This is an optimization exercise on Yosys and OpenROAD, whose aim is small area, a short achievable clock period and few clock cycles per item, not a production implementation. For this run, only the layout was checked, not whether the RTL still works.

<file path="design/flow/design.v">
module sha256_round_ctrl (
   input  logic        clk,
   input  logic        rst_n,
   input  logic        blk_valid,
   output logic        blk_ready,
   output logic        accept,
   output logic        run,
   output logic        last,
   output logic        prelast,
   output logic        busy,
   output logic        digest_valid,
   input  logic        digest_ready,
   output logic [31:0] k_nx    
);
   function automatic logic [31:0] k_next2(input logic [5:0] t);
      case (t)
         6'd0: k_next2 = 32'hb5c0fbcf;
         6'd1: k_next2 = 32'he9b5dba5;
         6'd2: k_next2 = 32'h3956c25b;
         6'd3: k_next2 = 32'h59f111f1;
         6'd4: k_next2 = 32'h923f82a4;
         6'd5: k_next2 = 32'hab1c5ed5;
         6'd6: k_next2 = 32'hd807aa98;
         6'd7: k_next2 = 32'h12835b01;
         6'd8: k_next2 = 32'h243185be;
         6'd9: k_next2 = 32'h550c7dc3;
         6'd10: k_next2 = 32'h72be5d74;
         6'd11: k_next2 = 32'h80deb1fe;
         6'd12: k_next2 = 32'h9bdc06a7;
         6'd13: k_next2 = 32'hc19bf174;
         6'd14: k_next2 = 32'he49b69c1;
         6'd15: k_next2 = 32'hefbe4786;
         6'd16: k_next2 = 32'h0fc19dc6;
         6'd17: k_next2 = 32'h240ca1cc;
         6'd18: k_next2 = 32'h2de92c6f;
         6'd19: k_next2 = 32'h4a7484aa;
         6'd20: k_next2 = 32'h5cb0a9dc;
         6'd21: k_next2 = 32'h76f988da;
         6'd22: k_next2 = 32'h983e5152;
         6'd23: k_next2 = 32'ha831c66d;
         6'd24: k_next2 = 32'hb00327c8;
         6'd25: k_next2 = 32'hbf597fc7;
         6'd26: k_next2 = 32'hc6e00bf3;
         6'd27: k_next2 = 32'hd5a79147;
         6'd28: k_next2 = 32'h06ca6351;
         6'd29: k_next2 = 32'h14292967;
         6'd30: k_next2 = 32'h27b70a85;
         6'd31: k_next2 = 32'h2e1b2138;
         6'd32: k_next2 = 32'h4d2c6dfc;
         6'd33: k_next2 = 32'h53380d13;
         6'd34: k_next2 = 32'h650a7354;
         6'd35: k_next2 = 32'h766a0abb;
         6'd36: k_next2 = 32'h81c2c92e;
         6'd37: k_next2 = 32'h92722c85;
         6'd38: k_next2 = 32'ha2bfe8a1;
         6'd39: k_next2 = 32'ha81a664b;
         6'd40: k_next2 = 32'hc24b8b70;
         6'd41: k_next2 = 32'hc76c51a3;
         6'd42: k_next2 = 32'hd192e819;
         6'd43: k_next2 = 32'hd6990624;
         6'd44: k_next2 = 32'hf40e3585;
         6'd45: k_next2 = 32'h106aa070;
         6'd46: k_next2 = 32'h19a4c116;
         6'd47: k_next2 = 32'h1e376c08;
         6'd48: k_next2 = 32'h2748774c;
         6'd49: k_next2 = 32'h34b0bcb5;
         6'd50: k_next2 = 32'h391c0cb3;
         6'd51: k_next2 = 32'h4ed8aa4a;
         6'd52: k_next2 = 32'h5b9cca4f;
         6'd53: k_next2 = 32'h682e6ff3;
         6'd54: k_next2 = 32'h748f82ee;
         6'd55: k_next2 = 32'h78a5636f;
         6'd56: k_next2 = 32'h84c87814;
         6'd57: k_next2 = 32'h8cc70208;
         6'd58: k_next2 = 32'h90befffa;
         6'd59: k_next2 = 32'ha4506ceb;
         6'd60: k_next2 = 32'hbef9a3f7;
         6'd61: k_next2 = 32'hc67178f2;
         6'd62: k_next2 = 32'h00000000;
         6'd63: k_next2 = 32'h00000000;
         default: k_next2 = 32'h0;
      endcase
   endfunction
   logic [5:0] cnt;
   logic       dv;
   assign blk_ready    = ~run & (~dv | digest_ready);
   assign accept       = blk_valid & blk_ready;
   assign busy         = run;
   assign digest_valid = dv;
   always_ff @(posedge clk or negedge rst_n) begin
      if (!rst_n) begin
         last    <= 1'b0;
         prelast <= 1'b0;
      end else begin
         last    <= run & prelast;
         prelast <= run & (cnt == 6'd61);
      end
   end
   assign k_nx = k_next2(cnt);
   always_ff @(posedge clk or negedge rst_n) begin
      if (!rst_n) begin
         run <= 1'b0;
         dv  <= 1'b0;
         cnt <= '0;
      end else if (accept) begin
         run <= 1'b1;
         dv  <= 1'b0;
         cnt <= '0;
      end else if (run) begin
         cnt <= cnt + 6'd1;
         if (last) begin
            run <= 1'b0;
            dv  <= 1'b1;
         end
      end else if (digest_ready) begin
         dv <= 1'b0;
      end
   end
endmodule
module sha256_round (
   input  logic [31:0] a_q,
   input  logic [31:0] b_q,
   input  logic [31:0] c_q,
   input  logic [31:0] e_q,
   input  logic [31:0] f_q,
   input  logic [31:0] g_q,
   input  logic [31:0] p_in,
   input  logic [31:0] q_in,
   output logic [31:0] a_nx,
   output logic [31:0] e_nx
);
   logic [31:0] s1, ch, s0, maj;
   logic [31:0] x1, y1, x2, y2, x3, y3, xe, ye;
   assign s1  = {e_q[5:0], e_q[31:6]} ^ {e_q[10:0], e_q[31:11]} ^ {e_q[24:0], e_q[31:25]};
   assign ch  = (e_q & f_q) ^ (~e_q & g_q);
   assign s0  = {a_q[1:0], a_q[31:2]} ^ {a_q[12:0], a_q[31:13]} ^ {a_q[21:0], a_q[31:22]};
   assign maj = (a_q & b_q) ^ (a_q & c_q) ^ (b_q & c_q);
   assign xe = q_in ^ s1 ^ ch;
   assign ye = {(q_in[30:0] & s1[30:0]) | (q_in[30:0] & ch[30:0]) | (s1[30:0] & ch[30:0]), 1'b0};
   assign e_nx = xe + ye;
   assign x1 = p_in ^ ch ^ maj;
   assign y1 = {(p_in[30:0] & ch[30:0]) | (p_in[30:0] & maj[30:0]) | (ch[30:0] & maj[30:0]), 1'b0};
   assign x2 = x1 ^ y1 ^ s1;
   assign y2 = {(x1[30:0] & y1[30:0]) | (x1[30:0] & s1[30:0]) | (y1[30:0] & s1[30:0]), 1'b0};
   assign x3 = x2 ^ y2 ^ s0;
   assign y3 = {(x2[30:0] & y2[30:0]) | (x2[30:0] & s0[30:0]) | (y2[30:0] & s0[30:0]), 1'b0};
   assign a_nx = x3 + y3;
endmodule
module add32_bk (
   input  logic [31:0] x,
   input  logic [31:0] y,
   output logic [31:0] s
);
   logic [31:0] p, gg, pp;
   always_comb begin
      p  = x ^ y;
      gg = x & y;
      pp = p;
      for (int l = 0; l < 5; l++) begin
         for (int i = (2 << l) - 1; i < 32; i += (2 << l)) begin
            gg[i] = gg[i] | (pp[i] & gg[i - (1 << l)]);
            pp[i] = pp[i] & pp[i - (1 << l)];
         end
      end
      for (int l = 3; l >= 0; l--) begin
         for (int i = 3 * (1 << l) - 1; i < 32; i += (2 << l)) begin
            gg[i] = gg[i] | (pp[i] & gg[i - (1 << l)]);
            pp[i] = pp[i] & pp[i - (1 << l)];
         end
      end
      s = p ^ {gg[30:0], 1'b0};
   end
endmodule
module csa32 (
   input  logic [31:0] x,
   input  logic [31:0] y,
   input  logic [31:0] z,
   output logic [31:0] s,
   output logic [31:0] c
);
   assign s = x ^ y ^ z;
   assign c = {(x[30:0] & y[30:0]) | (x[30:0] & z[30:0]) | (y[30:0] & z[30:0]), 1'b0};
endmodule
module sha256_core (
   input  logic         clk,
   input  logic         rst_n,
   input  logic         blk_valid,
   output logic         blk_ready,
   input  logic [511:0] blk_data,
   input  logic [255:0] hash_in,
   output logic         busy,
   output logic         digest_valid,
   input  logic         digest_ready,
   output logic [255:0] digest_out
);
   localparam logic [31:0] K0 = 32'h428a2f98;
   localparam logic [31:0] K1 = 32'h71374491;
   function automatic logic [31:0] ror(input logic [31:0] x, input int n);
      ror = (x >> n) | (x << (32 - n));
   endfunction
   function automatic logic [31:0] sig0(input logic [31:0] x);
      sig0 = ror(x, 7) ^ ror(x, 18) ^ (x >> 3);
   endfunction
   function automatic logic [31:0] sig1(input logic [31:0] x);
      sig1 = ror(x, 17) ^ ror(x, 19) ^ (x >> 10);
   endfunction
   logic        accept, run, last, prelast;
   logic [31:0] k_nx;
   sha256_round_ctrl u_ctrl (
      .clk(clk), .rst_n(rst_n),
      .blk_valid(blk_valid), .blk_ready(blk_ready),
      .accept(accept), .run(run), .last(last), .prelast(prelast),
      .busy(busy), .digest_valid(digest_valid), .digest_ready(digest_ready),
      .k_nx(k_nx)
   );
   logic [31:0] a_q, b_q, c_q, e_q, f_q, g_q, p_q, q_q;
   logic [31:0] chain [8];
   logic [31:0] w [16];
   logic [31:0] a_nx, e_nx;
   sha256_round u_round (
      .a_q(a_q), .b_q(b_q), .c_q(c_q), .e_q(e_q), .f_q(f_q), .g_q(g_q),
      .p_in(p_q), .q_in(q_q), .a_nx(a_nx), .e_nx(e_nx)
   );
   logic [31:0] ws0, wc0, ws1, wc1, w_new;
   csa32   u_wc0 (.x(sig1(w[14])), .y(w[9]), .z(w[0]), .s(ws0), .c(wc0));
   csa32   u_wc1 (.x(ws0), .y(wc0), .z(sig0(w[1])), .s(ws1), .c(wc1));
   assign w_new = ws1 + wc1;
   logic [31:0] kw_q, kw_nx, kw0;
   assign kw_nx = prelast ? chain[7] : (k_nx + w[2]);
   assign kw0   = K1 + blk_data[479:448];
   logic [31:0] ps0, pc0, qs0, qc0, qs1, qc1, q_op;
   logic [31:0] p_nx, q_nx;
   assign q_op = prelast ? chain[4] : (last ? chain[3] : 32'h0);
   csa32 u_pc0 (.x(g_q), .y(kw_q), .z(prelast ? chain[0] : 32'h0), .s(ps0), .c(pc0));
   assign p_nx = ps0 + pc0;
   csa32 u_qc0 (.x(c_q), .y(last ? 32'h0 : g_q), .z(last ? 32'h0 : kw_q), .s(qs0), .c(qc0));
   csa32 u_qc1 (.x(qs0), .y(qc0), .z(q_op), .s(qs1), .c(qc1));
   assign q_nx = qs1 + qc1;
   logic [31:0] p0, q0;
   assign p0 = hash_in[31:0] + K0 + blk_data[511:480];
   assign q0 = hash_in[159:128] + hash_in[31:0] + K0 + blk_data[511:480];
   logic [31:0] d1, d2, d5, d6;
   add32_bk u_d1 (.x(a_q), .y(chain[1]), .s(d1));
   add32_bk u_d2 (.x(b_q), .y(chain[2]), .s(d2));
   add32_bk u_d5 (.x(e_q), .y(chain[5]), .s(d5));
   add32_bk u_d6 (.x(f_q), .y(chain[6]), .s(d6));
   always_ff @(posedge clk) begin
      if (accept) begin
         {a_q, b_q, c_q} <= hash_in[255:160];
         {e_q, f_q, g_q} <= hash_in[127:32];
         p_q  <= p0;
         q_q  <= q0;
         kw_q <= kw0;
      end else begin
         a_q  <= a_nx;
         b_q  <= a_q;
         c_q  <= b_q;
         e_q  <= e_nx;
         f_q  <= e_q;
         g_q  <= f_q;
         p_q  <= p_nx;
         q_q  <= q_nx;
         kw_q <= kw_nx;
      end
   end
   always_ff @(posedge clk) begin
      if (accept) begin
         for (int i = 0; i < 16; i++) w[i] <= blk_data[(15 - i) * 32 +: 32];
      end else begin
         for (int i = 0; i < 15; i++) w[i] <= w[i + 1];
         w[15] <= w_new;
      end
   end
   always_ff @(posedge clk) begin
      if (accept) begin
         for (int i = 0; i < 8; i++) chain[i] <= hash_in[(7 - i) * 32 +: 32];
      end else if (last) begin
         chain[0] <= a_nx;
         chain[1] <= d1;
         chain[2] <= d2;
         chain[3] <= q_nx;
         chain[4] <= e_nx;
         chain[5] <= d5;
         chain[6] <= d6;
         chain[7] <= p_nx;
      end
   end
   assign digest_out = {chain[0], chain[1], chain[2], chain[3],
                        chain[4], chain[5], chain[6], chain[7]};
endmodule
</file>
<file path="design/flow/flow/run.sh">
#!/bin/bash
set -euo pipefail
export BUFFER_PORTS_ARGS="-buffer_cell sky130_fd_sc_hd__buf_1"
bash standard.sh > standard_flow.log 2>&1
</file>
<file path="design/flow/standard.sh">
#!/bin/bash
# synth_recipe.tcl (not shown) runs the flow's synth.tcl, then flattens the netlist and writes it again
# the make line also repeats each setting of config.mk as NAME=value (left out here)
make -C /OpenROAD-flow-scripts/flow DESIGN_CONFIG=/design/flow/config.mk WORK_HOME=/design/flow/orfs CLKGATE_MAP_FILE= SYNTH_SCRIPT=/design/flow/synth_recipe.tcl "${@:-finish}"
</file>
<file path="design/flow/config.mk">
export PLATFORM = sky130hd
export DESIGN_NAME = sha256_core
export DESIGN_NICKNAME = sha256_core
export VERILOG_FILES = /design/flow/design.v
export SDC_FILE = /design/flow/constraint.sdc
export NUM_CORES = 4
export LEC_CHECK = 0
export CAP_MARGIN = 20
export CORE_MARGIN = 2
export CORE_UTILIZATION = 40
export SETUP_SLACK_MARGIN = 5
export SLEW_MARGIN = 20
</file>
<file path="design/flow/constraint.sdc">
create_clock -name core_clock -period 10.0 [get_ports {clk}]
set_input_delay 2.0000 -clock core_clock [delete_from_list [all_inputs] [get_ports {clk}]]
set_output_delay 2.0000 -clock core_clock [all_outputs]
set_load 0.01 [all_outputs]
</file>
==> results.txt <==
==> final cells by class <==
class	instances	area, µm²
Fill cell	16683	87300
Multi-Input combinational cell	5852	41300
Sequential cell	1066	24000
Timing Repair Buffer	1145	5100
Clock buffer	179	3680
Tap cell	2204	2760
Inverter	625	2360
Clock inverter	55	832
Antenna cell	44	110
==> metrics by stage <==
stage	setup WS (ns)	instances
2_1_floorplan	4.93	7900
3_3_place_gp	3.83	10827
3_5_place_dp	3.77	10827
4_1_cts	4.90	11088
5_1_grt	4.83	11159
6_report	5.02	11170
==> worst register-to-register path, cell delays in order, from the launching register on <==
cell	delay [ns]
dfxtp_4	0.36
mux2i_4	0.28
inv_2	0.12
fa_1	0.53
inv_2	0.05
fa_1	0.48
inv_1	0.05
fa_1	0.44
ha_2	0.20
inv_2	0.05
fa_2	0.18
nor2b_1	0.04
o21a_1	0.20
o211ai_1	0.26
a41oi_2	0.23
o2111ai_2	0.32
a21oi_2	0.13
o41ai_2	0.21
buf_4	0.19
buf_6	0.10
buf_6	0.08
xor2_2	0.16
a21oi_2	0.07
==> metal layers <==
| metal | vias to the layer above | GRT usage | wire [µm] | part of all wire |
|---|---|---|---|---|
| met5 | - | 0 | 16 | 0.000052 |
| met4 | 4 | 0.251 | 24600 | 0.079 |
| met3 | 639 | 0.0557 | 21500 | 0.069 |
| met2 | 2716 | 0.563 | 144000 | 0.46 |
| met1 | 29502 | 0.427 | 121000 | 0.39 |
| li1 | 27815 | - | - | - |
==> layout by cell type (no fill, tap or decap), types with 28 or more instances in the layout <==
cell type and instances:
dfxtp_1 770, fa_1 371, o211ai_1 30, a21o_1 192, o21ai_0 392, o21bai_1 40
a21oi_1 308, clkbuf_16 137, a31oi_1 41, nand3_1 81, edfxtp_1 256, xnor2_1 357
a22oi_1 31, buf_4 83, diode_2 44, a211oi_1 53, nand2_1 2272, clkbuf_1 28
inv_1 615, nor2b_1 64, o21a_1 33, nor3_1 50, ha_1 404, xor2_1 188
and2_1 43, buf_1 1022, nand2b_1 83, nor2_1 268
==> final timing paths <==
kind | to | startpoint
min | w[3][6]$_DFF_P_ | w[4][6]$_DFF_P_
min in group asynchronous | u_ctrl.dv$_DFFE_PN0P_ | rst_n
max reg2reg | chain[0][27]$_DFFE_PP_ | e_q[1]$_DFF_P_
max | chain[0][27]$_DFFE_PP_ | e_q[1]$_DFF_P_
max in group asynchronous | u_ctrl.prelast$_DFF_PN0_ | rst_n
min reg2reg | w[3][6]$_DFF_P_ | w[4][6]$_DFF_P_
==> what timing repair did <==
action,4_1_cts,5_1_grt
buffers inserted,26,34
gates cloned,1,4
endpoints found under the setup margin,133,64
pin swaps,19,43
resized for setup,200,153
==> logic make-up after synthesis <==
logic type | after synthesis | share of synthesized area
buf+inv | 982 | 0.0547
flops | 1066 | 0.355
fa+ha+maj | 838 | 0.196
simple gates | 3024 | 0.184
xor+xnor | 554 | 0.0718
mux | 65 | 0.0112
compound gates | 1371 | 0.128
==> sequential cells by signal, indices dropped and copies added (netlist names), 6 cells and up <==
name,flops
e_q,32
u_ctrl.cnt,6
kw_q,32
q_q,32
chain,256
p_q,32
f_q,32
c_q,32
b_q,32
g_q,32
w,512
a_q,32
==> Yosys cell counts (42+ instances only) <==
cell type	count
nand2_1	2285
dfxtp_1	800
inv_1	625
ha_1	431
o21ai_0	415
fa_1	378
xnor2_1	363
a21oi_1	329
clkbuf_1	327
nor2_1	280
edfxtp_1	256
a21o_1	192
xor2_1	191
nand2b_1	87
nand3_1	82
nor2b_1	66
a211oi_1	60
nor3_1	55
a31oi_1	50
and2_1	44
mux2i_1	43
o21bai_1	42
==> impl_metrics.toml <==
[sta]
relSlewSlack = 0.247
min_period_ns = 4.98
finalCritPeriodShare = 0.498
rsz0062_at_grt = "yes"
clock_skew_ns = 0.0275
holdWs_ns = 0.411
finalMaxSlewViolations = 0
worst_pin_slew_ns = 1.13
fmax_mhz = 201
setup_tns_ns = 0
hold_viol_final = 0
finalSetupViolCount = 0

[synth]
synth_cells = 7900
yosys.area.top_type = "dfxtp_1"
ys_ff_latch = 1066
syn_nets = 9481
yosysSeqAreaShare = 0.355
async_flop_share = 0.00938
yosys_warnings = 7
synth_top_cell_area_share = 0.237
synth_cell_types = 89
synthFlopType = "dfxtp_1"
netlist_area_mm2 = 0.0676
yosys-top-cells-area = "dfxtp_1 (24%), nand2_1 (13%), edfxtp_1 (11%)"
synth-edff-count = 256
avgSynthCellArea_um2 = 8.55

[global_route]
grt.total_usage = 0.350
grt_pass1_wl_um = 431000
grt_pass1_vias = 59688
grt_overflow = 0
grt_max_degree = 189
antenna_found_initial = 74

[setup_path]
critPathArrivalTime_ns = 5.50
cp-start-kind = "flip-flop"
ff2ff_path_depth = 22
path_delay_family = "adder cells"
required_ns = 10.52
cp_max_fo = 3
crit_type = "reg -> reg"
ff2ff_setup_slack_ns = 5.02
cp.depth = 22
max_stage_delay_ns = 0.52
crit_buf_inv = 7
path_cells = "mux2i_4, inv_2, fa_1, inv_2, fa_1, inv_1, fa_1, ha_2, inv_2, fa_2, nor2b_1, o21a_1, o211ai_1, a41oi_2, o2111ai_2, a21oi_2, o41ai_2, buf_4, buf_6, buf_6, xor2_2, a21oi_2"
crit_path_end_kind = "flip-flop"
slowest_stage = "fa_1"

[detailed_routing]
postRouteAntennaNets = 0
viasPerCell = 5.43
vias = 60676
dr.pass1.iters = 6
drc = 0
drt_iter0_markers = 5832
wl_per_cell_um = 27.8
routed_wl_um = 310000

[job]
cap_viol_max_count = 0

[clock_network]
cts-hold-fix-buffers = 0
clock-sinks = 1066
clkTransAtPathRegs_ns = 0.06
numCtsBuffers = 130
cts_buffer_depth = 3
htreeDepth = 4
clockRootBuffer = "clkbuf_16"
clock_latency_ns = 0.81
cts_tree = "built"

[floorplanning]
placeableCoreArea_mm2 = 0.167
std_cell_rows = 150
dieArea_mm2 = 0.172
fp.dieH_um = 415
die_x_um = 415
ios = 1031
start_util = 0.404

[placed_design]
dpl.hpwl_um = 253000
port_buffers = 1030
place_area_mm2 = 0.0734
routabilityCongestion = 1.03

[min_path]
holdPathStages = 2
min-delay-path-class = "reg -> reg"

[final_layout]
fin_nets = 10401
post-route-util = 0.479
area_growth_pct = 18.6
drive_gt1_frac = 0.0689
design_area_mm2 = 0.0801

[run_status]
outcome = "timing/DRC/antenna clean"

==> re-timing with driven ports <==
How much do the figures lean on ideal ports? The routed layout below was timed once more, with nothing changed but the port constraints. Step 1: set_driving_cell puts a clkbuf_16 on clk and a buf_2 on each other input, an assumption about the parent block. Step 2 also shifts input and output timing later by t, the mid clock arrival at the registers, as if the neighbouring blocks saw the same clock. Slacks: ideal / step 1 / step 2; pairs: ideal / step 1.
t, ns: 0.878
setup slack, ns: 5.021 / 5.021 / 4.204
hold WS [ns]: 0.411 / 0.411 / 0.411
worst setup path after step 2: input to register
worst slew at a driven data input, ns: 0.20
After both steps this run still meets setup and hold. The setup slack of this run moves by 0.000 ns with the drivers and by -0.817 ns with both steps.
